Background: an optimization exercise with open tools, aiming at small area, a short achievable clock period and few clock cycles per item. Do not read the settings as production practice. At most, simulation tests tie the RTL to the original design; equivalence was not proved.

==> job 8165 <==
// adsr_envelope_generator_unit
module adsr_envelope_generator_unit
(
  input  logic        clk,
  input  logic        rst_n,
  input  logic        in_valid,
  output logic        in_stall,
  input  logic [24:0] in_data,
  output logic        out_valid,
  input  logic        out_stall,
  output logic [26:0] out_data,
  input  logic        cfg_we,
  input  logic [2:0]  cfg_index,
  input  logic [23:0] cfg_wdata
);
clock: 16.0 ns
lec_check: 0
abc_area: 1
cap_margin: 20
core_margin: 2
core_utilization: 55
slew_margin: 20
standard.sh (not shown) runs the stock make flow with config.mk's settings and CLKGATE_MAP_FILE= SYNTH_SCRIPT=/design/flow/synth_recipe.tcl, a recipe that flattens the netlist after the stock synthesis.
==> flow/flow/run.sh <==
#!/bin/bash
# Standard layout, with timing repair aiming at a setup slack margin of 8 ns
# (the constraints and clock period are the standard flow's own, unchanged).
set -euo pipefail
bash standard.sh SETUP_SLACK_MARGIN=8 finish > standard_flow.log 2>&1
==> job 7380: changes against job 8165 <==
--- a/flow/design.v
+++ b/flow/design.v
@@ -1170,28 +1170,49 @@
   assign va[47] = fc616;
   assign vb[47] = hs619;
   assign va[48] = fc618;
   assign vb[48] = hc620;
   assign va[49] = 1'b1;
   assign vb[49] = 1'b0;
-  logic [49:0] sum_full;
+  logic [24:0] lo;
+  logic        c24;
+  assign lo  = {1'b0, va[23:0]} + {1'b0, vb[23:0]};
+  assign c24 = lo[24];
   logic [25:0] s;
-  assign sum_full = va + vb;
-  assign s        = sum_full[49:24];
-  assign sum      = s[23:0];
-  assign ov_hi    = !s[25] && (s[24] || s[23]);
-  assign ov_lo    =  s[25] && !(s[24] && s[23]);
-  assign ge_one   = !s[25] && (s[24] || s[23] || s[22]);
-  assign le_floor =  s[25] || (s[24:9] == 16'd0 && s[8:0] <= 9'd419);
-  logic [25:0] sk, sx, sy;
-  logic [49:0]  st;
-  assign sk = ~{3'd0, sustain};
-  assign sx = va[49:24] ^ vb[49:24] ^ sk;
-  assign sy = (va[49:24] & vb[49:24]) | (sk & (va[49:24] ^ vb[49:24]));
-  assign st = {sx, va[23:0]} + {sy[24:0], 1'b0, vb[23:0]};
-  assign le_sus = st[49];
+  assign s   = va[49:24] + vb[49:24] + {25'd0, c24};
+  assign sum = s[23:0];
+  logic [25:0] ov_hi_k, ov_hi_x, ov_hi_y, ov_hi_t;
+  assign ov_hi_k = -26'sd8388608;
+  assign ov_hi_x = va[49:24] ^ vb[49:24] ^ ov_hi_k;
+  assign ov_hi_y = (va[49:24] & vb[49:24]) | (ov_hi_k & (va[49:24] ^ vb[49:24]));
+  assign ov_hi_t = ov_hi_x + {ov_hi_y[24:0], 1'b0} + {25'd0, c24};
+  assign ov_hi = !ov_hi_t[25];
+  logic [25:0] ov_lo_k, ov_lo_x, ov_lo_y, ov_lo_t;
+  assign ov_lo_k = 26'sd8388608;
+  assign ov_lo_x = va[49:24] ^ vb[49:24] ^ ov_lo_k;
+  assign ov_lo_y = (va[49:24] & vb[49:24]) | (ov_lo_k & (va[49:24] ^ vb[49:24]));
+  assign ov_lo_t = ov_lo_x + {ov_lo_y[24:0], 1'b0} + {25'd0, c24};
+  assign ov_lo = ov_lo_t[25];
+  logic [25:0] ge_one_k, ge_one_x, ge_one_y, ge_one_t;
+  assign ge_one_k = -26'sd4194304;
+  assign ge_one_x = va[49:24] ^ vb[49:24] ^ ge_one_k;
+  assign ge_one_y = (va[49:24] & vb[49:24]) | (ge_one_k & (va[49:24] ^ vb[49:24]));
+  assign ge_one_t = ge_one_x + {ge_one_y[24:0], 1'b0} + {25'd0, c24};
+  assign ge_one = !ge_one_t[25];
+  logic [25:0] le_floor_k, le_floor_x, le_floor_y, le_floor_t;
+  assign le_floor_k = -26'sd420;
+  assign le_floor_x = va[49:24] ^ vb[49:24] ^ le_floor_k;
+  assign le_floor_y = (va[49:24] & vb[49:24]) | (le_floor_k & (va[49:24] ^ vb[49:24]));
+  assign le_floor_t = le_floor_x + {le_floor_y[24:0], 1'b0} + {25'd0, c24};
+  assign le_floor = le_floor_t[25];
+  logic [25:0] le_sus_k, le_sus_x, le_sus_y, le_sus_t;
+  assign le_sus_k = ~{3'd0, sustain};
+  assign le_sus_x = va[49:24] ^ vb[49:24] ^ le_sus_k;
+  assign le_sus_y = (va[49:24] & vb[49:24]) | (le_sus_k & (va[49:24] ^ vb[49:24]));
+  assign le_sus_t = le_sus_x + {le_sus_y[24:0], 1'b0} + {25'd0, c24};
+  assign le_sus = le_sus_t[25];
 endmodule
 module adsr_eg_core
 (
   input  logic      clk,
   input  logic      rst_n,
   input  adsr_eg_pkg::cfg_t      cfg,
==> flow/config.mk (replaced) <==
export PLATFORM = sky130hd
export DESIGN_NAME = adsr_envelope_generator_unit
export DESIGN_NICKNAME = adsr_envelope_generator_unit
export VERILOG_FILES = /design/flow/design.v
export SDC_FILE = /design/flow/constraint.sdc
export NUM_CORES = 4
export LEC_CHECK = 0
export CAP_MARGIN = 20
export CORE_MARGIN = 2
export CORE_UTILIZATION = 55
export SLEW_MARGIN = 20
==> job 7636: changes against job 8165 <==
==> flow/flow/run.sh (replaced) <==
#!/bin/bash
# Standard layout, with timing repair aiming at a setup slack margin of 9 ns
# (the constraints and clock period are the standard flow's own, unchanged).
set -euo pipefail
bash standard.sh SETUP_SLACK_MARGIN=9 finish > standard_flow.log 2>&1
==> run notes <==
run status=complete, no violations; DP Cell Count=roughly 3600; f_max=~130 MHz; Clock buffer cells=23; DR WL met2=~44 mm; Die Area=roughly 49000 µm²; DR iter-0 viols=between 3000 and 4000; simple-gate share of the synthesized area=0.137; Seq area share=0.191; area share of the leading cell type in the synthesized netlist=0.222; complex-gate fraction of the synthesized area=0.158; Clock-cell share=0.0207
Source of the figures above: job 8165

==> run notes <==
run status=complete, no violations; setup violators final=0; DP Cell Count=about 3600; Clock-cell share=0.0168; area share of the leading cell type in the synthesized netlist=0.222; Post-Syn Instances=3031; simple-gate share of the synthesized area=0.137; Clock buffer cells=27; Seq area share=0.181; DR WL met2=46.2 mm; complex-gate fraction of the synthesized area=0.158; Die Area=48700 µm²; f_max=between 100 and 150 MHz
Source of the figures above: job 7636

==> run notes <==
run status=complete, no violations; Clock-cell share=0.0251; f_max=approximately 120 MHz; complex-gate fraction of the synthesized area=0.175; DR iter-0 viols=~3000; Seq area share=0.183; Die Area=49100 µm²
Source of the figures above: job 7380

Testbench counts of job 8165, summed over its fixed seeds: cycles 106,689, items 96,000.
Testbench counts of job 7636, summed over its fixed seeds: cycles 106,689, items 96,000.
Function not checked in job 7380: the RTL went through the layout flow alone.


==> inputs of trial 66 <==
Another version of the RTL of adsr_envelope_generator_unit (not shown whole).
Settings: LEC_CHECK=0, ABC_AREA=1, CAP_MARGIN=20, CORE_MARGIN=2, CORE_UTILIZATION=65, SLEW_MARGIN=20; clock period 16.0 ns.
run.sh (not shown) runs the stock make flow with config.mk's settings and CLKGATE_MAP_FILE= SYNTH_SCRIPT=/design/flow/synth_recipe.tcl, a recipe that flattens the netlist after the stock synthesis.
Stock flow here: none of the scripts above is used.
==> trial 89 (differences from trial 66) <==
--- a/flow/config.mk
+++ b/flow/config.mk
@@ -5,7 +5,6 @@
 export SDC_FILE = /design/flow/constraint.sdc
 export NUM_CORES = 4
 export LEC_CHECK = 0
-export ABC_AREA = 1
 export CAP_MARGIN = 20
 export CORE_MARGIN = 2
 export CORE_UTILIZATION = 65
==> comparison table <==
|  | trial 89 | trial 66 |
|---|---|---|
| Met2 capacity usage during global routing | 68.3% | 66.8% |
| Growth of design area from synthesis to finish | 7.53% | 7.67% |
| Inverter count | 324 | 572 |
| Reg-to-reg critical path endpoint | u_core.level_r[18] | u_core.level_r[10] |
| Maximum number of pins on one net before global-route repair | 82 | 46 |
| Met2 wire len | 41.0 mm | 40.1 mm |
| Outcome | finished clean | finished clean |
| Via count of the first global-routing pass | 23.7k | 24.2k |
| First-pass GRT wire length | 140 mm | 140 mm |
| Data arrival time at the worst-slack endpoint | 10.19 ns | 10.10 ns |
| Met3 Track Usage GR | 11.7% | 12.6% |
No run of this note included a check of the RTL's function; only the layout flow was run.


==> build 13: inputs <==
adsr_envelope_generator_unit with an RTL version that a note above also has.
==> flow/config.mk <==
export PLATFORM = sky130hd
export DESIGN_NAME = adsr_envelope_generator_unit
export DESIGN_NICKNAME = adsr_envelope_generator_unit
export VERILOG_FILES = /design/flow/design.v
export SDC_FILE = /design/flow/constraint.sdc
export NUM_CORES = 4
export LEC_CHECK = 0
export ABC_AREA = 1
export CAP_MARGIN = 0
export CORE_MARGIN = 2
export CORE_UTILIZATION = 60
export SLEW_MARGIN = 0
==> flow/constraint.sdc <==
create_clock -name core_clock -period 16.0 [get_ports {clk}]
set_input_delay 3.2000 -clock core_clock [delete_from_list [all_inputs] [get_ports {clk}]]
set_output_delay 3.2000 -clock core_clock [all_outputs]
set_load 0.01 [all_outputs]
standard.sh (not shown) runs the stock make flow with config.mk's settings and CLKGATE_MAP_FILE= SYNTH_SCRIPT=/design/flow/synth_recipe.tcl, a recipe that flattens the netlist after the stock synthesis.
==> flow/flow/run.sh <==
#!/bin/bash
# Standard layout, with timing repair aiming at a setup slack margin of 7 ns
# (the constraints and clock period are the standard flow's own, unchanged).
set -euo pipefail
bash standard.sh SETUP_SLACK_MARGIN=7 finish > standard_flow.log 2>&1
==> inputs of build 11, as changes to build 13 <==
==> flow/flow/run.sh (replaced) <==
#!/bin/bash
# Standard layout, with timing repair aiming at a setup slack margin of 8 ns
# (the constraints and clock period are the standard flow's own, unchanged).
set -euo pipefail
bash standard.sh SETUP_SLACK_MARGIN=8 finish > standard_flow.log 2>&1
Settings changed: ABC_AREA 1 to unset, CAP_MARGIN 0 to 20, CORE_UTILIZATION 60 to 55, SLEW_MARGIN 0 to 20.
==> inputs of build 4, as changes to build 13 <==
==> flow/flow/run.sh (replaced) <==
#!/bin/bash
# Standard layout, with timing repair aiming at a setup slack margin of 6 ns
# (the constraints and clock period are the standard flow's own, unchanged).
set -euo pipefail
bash standard.sh SETUP_SLACK_MARGIN=6 finish > standard_flow.log 2>&1
Settings changed: ABC_AREA 1 to unset, CAP_MARGIN 0 to 20, CORE_UTILIZATION 60 to 55, SLEW_MARGIN 0 to 20.
==> notes <==
In build 13 the hold slack is lower than in build 4, by 0.0082 ns.
In area after synthesis, build 11 and build 13 hardly differ.
Fmax: build 11 > build 13 > build 4.
Against build 11, the register-to-register slack of build 4 is worse by 1.4 ns.
Between build 13 and build 11, the lower count of clock-buffer cells in the layout is in build 13 (gap 6).
In build 4 the critical path depth is lower than in build 11, by 6.
Testbench counts of build 13, summed over its fixed seeds: cycles 106,689, items 96,000.
Testbench counts of build 11, summed over its fixed seeds: cycles 106,689, items 96,000.
Testbench counts of build 4, summed over its fixed seeds: cycles 106,689, items 96,000.

## what the ideal ports hide
The flow's constraints put no driver on any port. The routed layouts listed below were extracted and timed again, unchanged, in two steps.
Step 1: set_driving_cell puts a clkbuf_16 on clk and a buf_2 on each other input, an assumption about the parent block.
Step 2 moves the port delays by t, midway between the first and last clock arrival at a register: inputs arrive t later, outputs are due t later. That takes back most of the time a late clock gives input paths.
Three values: ideal, step 1, step 2; two values: the first two.
run	t, ns	setup slack, ns	worst setup path after step 2	latest minus earliest clock arrival (ns)	slew at the worst register clock pin (ns)
job 8165	0.558	8.172 / 8.172 / 8.172	register to register	0.019 / 0.018	0.08 / 0.08
job 7380	0.575	7.371 / 7.371 / 7.371	register to register	0.021 / 0.021	0.07 / 0.07
job 7636	0.543	8.316 / 8.316 / 8.316	register to register	0.016 / 0.016	0.07 / 0.07
trial 66	0.542	6.309 / 6.309 / 6.309	register to register	0.021 / 0.021	0.08 / 0.08
trial 89	0.554	6.178 / 6.178 / 6.178	register to register	0.022 / 0.021	0.08 / 0.08
build 13	0.546	7.362 / 7.362 / 7.362	register to register	0.018 / 0.017	0.07 / 0.07
build 11	0.564	7.677 / 7.677 / 7.677	register to register	0.020 / 0.020	0.07 / 0.07
build 4	0.554	6.242 / 6.242 / 6.242	register to register	0.033 / 0.033	0.07 / 0.07
After both steps every run listed still meets setup and hold.
